What follows belongs to an exercise in optimizing a design on an open flow for small area, a short achievable clock period and few clock cycles; a production flow would make more cautious choices. At most, simulation tests tie the RTL to the original design; equivalence was not proved. Power is estimated from default activity; no workload was simulated.

red:
// row_peak_valley_detector
module row_peak_valley_detector #(
    parameter int MAX_COLUMNS = 4096,
    parameter int MAX_ROWS    = 4096,
    parameter int SAMPLE_BITS = 32
) (
    input  logic                                clk,
    input  logic                                rst_n,
    input  logic                                cfg_valid,
    output logic                                cfg_ready,
    input  logic [rpvd_pkg::CFG_INDEX_BITS-1:0] cfg_index,
    input  logic [rpvd_pkg::CFG_DATA_BITS-1:0]  cfg_data,
    input  logic                                sample_valid,
    output logic                                sample_ready,
    input  logic [SAMPLE_BITS-1:0]              sample,
    input  logic                                row_start,
    input  logic                                frame_start,
    output logic                                result_valid,
    input  logic                                result_ready,
    output logic                                is_valley,
    output logic [rpvd_pkg::COLUMN_BITS-1:0]    column,
    output logic [rpvd_pkg::ROW_BITS-1:0]       row,
    output logic [rpvd_pkg::VALUE_BITS-1:0]     value
);
For scale: roughly 280 flip-flops, roughly 130 I/O pins, about 19000 um2 of cells after synthesis.
clock: 10.0 ns
lec_check: 0
abc_clock_period_in_ps: 3000
cap_margin: 20
core_margin: 2
core_utilization: 40
place_density: 0.6
setup_slack_margin: 5
slew_margin: 20
run.sh (not shown) runs the stock make flow with config.mk's settings and CLKGATE_MAP_FILE= SYNTH_SCRIPT=/design/flow/synth_recipe.tcl, a recipe that flattens the netlist after the stock synthesis.
red ran to completion and came out clean on the timing, DRC and antenna checks.
Testbench counts of red, summed over its fixed seeds: cycles 64,112.
> inputs changed (red -> blue)
Settings: SETUP_SLACK_MARGIN changed from 5 to 0.5; ABC_CLOCK_PERIOD_IN_PS removed (was 3000).
==> run summary <==
blue vs red — clock period minus worst slack rose 1.73 ns.
Startpoint of the worst setup timing path = u_core.in_s[1]$_DFFE_PN_: blue; startpoint of the worst setup timing path = u_core.in_s[6]$_DFFE_PN_: red
Taking red as the reference, in blue area of combinational cells with multiple inputs saw a decrease, global-route usage fell by 1.4 points.
Total length of routed wires improves in blue relative to red.
### blue -> green
Settings: SETUP_SLACK_MARGIN now 5, was 0.5; ABC_CLOCK_PERIOD_IN_PS now 5000, previously not set.
==> comparison <==
Diff blue -> green: sequential share of layout area shrank by 2.6 points; peak clock frequency supported by timing grew by about 30%; fraction of power consumed by combinational cells grew by 4.2 points; via count of the first global-routing pass grew by 748. Compared with blue, green ends up with more cell area. blue -> green: via-per-instance ratio increased slightly. Hold slack: blue vs green — no meaningful difference.

---

row_peak_valley_detector, a different RTL version from the one above (not shown whole).
Size: ~1500 cells after synthesis, ~280 flip-flops, ~130 I/O pins, ~16000 um2 of cells after synthesis.
Settings: LEC_CHECK=0, CAP_MARGIN=20, CORE_MARGIN=2, CORE_UTILIZATION=40, PLACE_DENSITY=0.6, SETUP_SLACK_MARGIN=0.5, SLEW_MARGIN=20; clock period 10.0 ns.
standard.sh (not shown) runs the stock make flow with config.mk's settings and CLKGATE_MAP_FILE= SYNTH_SCRIPT=/design/flow/synth_recipe.tcl, a recipe that flattens the netlist after the stock synthesis.
==> flow/flow/run.sh <==
#!/bin/bash
# The standard layout (standard.sh), with these changes:
# - timing repair aims for a setup slack of 6.5 ns (a 10 ns clock, so about 3.5 ns);
# - the port buffers are plain sky130_fd_sc_hd__buf_1 cells;
# - the clock tree clusters up to 24 flip-flops per leaf buffer.
# The full output of the ORFS make run goes to flow.log.
bash standard.sh SETUP_SLACK_MARGIN=6.5 "BUFFER_PORTS_ARGS=-buffer_cell sky130_fd_sc_hd__buf_1" CTS_CLUSTER_SIZE=24 CTS_CLUSTER_DIAMETER=80  finish > flow.log 2>&1
Then changed:
==> flow/flow/run.sh (replaced) <==
#!/bin/bash
# The standard layout (standard.sh), with these changes:
# - timing repair aims for a setup slack of 6.5 ns (a 10 ns clock, so about 3.5 ns);
# - the port buffers are plain sky130_fd_sc_hd__buf_1 cells;
# - the clock tree clusters up to 30 flip-flops per leaf buffer.
# The full output of the ORFS make run goes to flow.log.
bash standard.sh SETUP_SLACK_MARGIN=6.5 "BUFFER_PORTS_ARGS=-buffer_cell sky130_fd_sc_hd__buf_1" CTS_CLUSTER_SIZE=30 CTS_CLUSTER_DIAMETER=80  finish > flow.log 2>&1
Effect: The changed run completed with no timing, DRC or antenna violations. Combinational power barely changes. Register-to-register slack is worse by 0.03 ns. Cell area stays flat. Non-clock buffer count climbs by 9. Total power climbs by 0.81%. Wire length is about the same. Final cell count climbs by 0.41%.
No functional check of the RTL was part of any run of this note.

---

Another version of the RTL of row_peak_valley_detector (not shown whole).
Size: ~130 I/O pins.
clock: 10.0 ns
lec_check: 0
cap_margin: 20
core_margin: 2
core_utilization: 40
place_density: 0.6
setup_slack_margin: 0.5
slew_margin: 20
==> flow/flow/run.sh <==
#!/bin/bash
# The standard layout, with timing repair aiming for a setup slack of 6.5 ns,
# port buffers of a plain buffer cell and (if flow/abc.script exists) the
# standard synthesis with that ABC script for the combinational logic.
W=$PWD
if [ -f flow/abc.script ]; then
  {
    echo 'proc abc {args} { set i [lsearch $args -script]; lset args [expr {$i+1}] '"$W"'/flow/abc.script; yosys abc {*}$args }'
    echo "source $W/synth_recipe.tcl"
  } > synth_wrap.tcl
fi
bash standard.sh SETUP_SLACK_MARGIN=6.5  BUFFER_PORTS_ARGS=-buffer_cell\ sky130_fd_sc_hd__buf_1 CTS_CLUSTER_SIZE=30 CTS_CLUSTER_DIAMETER=80 finish > flow.log 2>&1
Next try:
==> flow/flow/run.sh (replaced) <==
#!/bin/bash
# The standard layout (standard.sh), with these changes:
# - timing repair aims for a setup slack of 6.7 ns (a 10 ns clock, so about 3.3 ns);
# - the port buffers are plain sky130_fd_sc_hd__buf_1 cells;
# - the clock tree clusters up to 30 flip-flops per leaf buffer.
# The full output of the ORFS make run goes to flow.log.
bash standard.sh SETUP_SLACK_MARGIN=6.7 "BUFFER_PORTS_ARGS=-buffer_cell sky130_fd_sc_hd__buf_1" CTS_CLUSTER_SIZE=30 CTS_CLUSTER_DIAMETER=80  finish > flow.log 2>&1
Register-to-register slack hardly moves.
Power rises by 4.2%.
Routed wire length falls by 1.1%.
Next try:
==> flow/flow/run.sh (replaced) <==
#!/bin/bash
# The standard layout, with timing repair aiming for a setup slack of 6.8 ns,
# port buffers of a plain buffer cell and (if flow/abc.script exists) the
# standard synthesis with that ABC script for the combinational logic.
W=$PWD
if [ -f flow/abc.script ]; then
  {
    echo 'proc abc {args} { set i [lsearch $args -script]; lset args [expr {$i+1}] '"$W"'/flow/abc.script; yosys abc {*}$args }'
    echo "source $W/synth_recipe.tcl"
  } > synth_wrap.tcl
fi
bash standard.sh SETUP_SLACK_MARGIN=6.8  BUFFER_PORTS_ARGS=-buffer_cell\ sky130_fd_sc_hd__buf_1 finish > flow.log 2>&1
Result: The new run finished clean; sequential share of layout area falls by 0.82 points; core utilization climbs by 1.1 points; sequential power is about the same.
Function was not checked in any run of this note: the RTL went through the layout flow alone.

static timing again, ports no longer ideal:
No port has a modelled driver above. Below, the same layouts with a new extraction and two added sets of constraints. Step 1 (the two cells are an assumption about what drives the block):
set clk [get_ports {clk}]
set_driving_cell -lib_cell sky130_fd_sc_hd__clkbuf_16 $clk
set_driving_cell -lib_cell sky130_fd_sc_hd__buf_2 [delete_from_list [all_inputs] $clk]
Step 2, shift: input delay + t, output delay - t, t = (earliest + latest rising clock arrival at the registers) / 2. This alone moves slack from input paths to output paths. Three values: ideal, step 1, step 2; two values: the first two.
run | t (ns) | setup WS [ns] | clock arrival spread, ns
red | 0.603 | 4.368 / 4.368 / 4.368 | 0.019 / 0.019
blue | 0.597 | 2.642 / 2.642 / 2.642 | 0.019 / 0.019
green | 0.603 | 4.368 / 4.368 / 4.368 | 0.019 / 0.019
the first run of note 2 | 0.586 | 5.970 / 5.984 / 5.398 | 0.024 / 0.024
the second run of note 2 | 0.591 | 5.964 / 5.977 / 5.386 | 0.021 / 0.021
the first run of note 3 | 0.571 | 6.307 / 6.307 / 6.192 | 0.023 / 0.023
the second run of note 3 | 0.574 | 6.298 / 6.298 / 6.298 | 0.026 / 0.026
the third run of note 3 | 0.591 | 6.459 / 6.459 / 6.269 | 0.016 / 0.015
After both steps setup and hold are still met in every run listed. The setup slack of the second run of note 2, which loses most, moves by +0.013 ns with the drivers and by -0.578 ns with both steps.
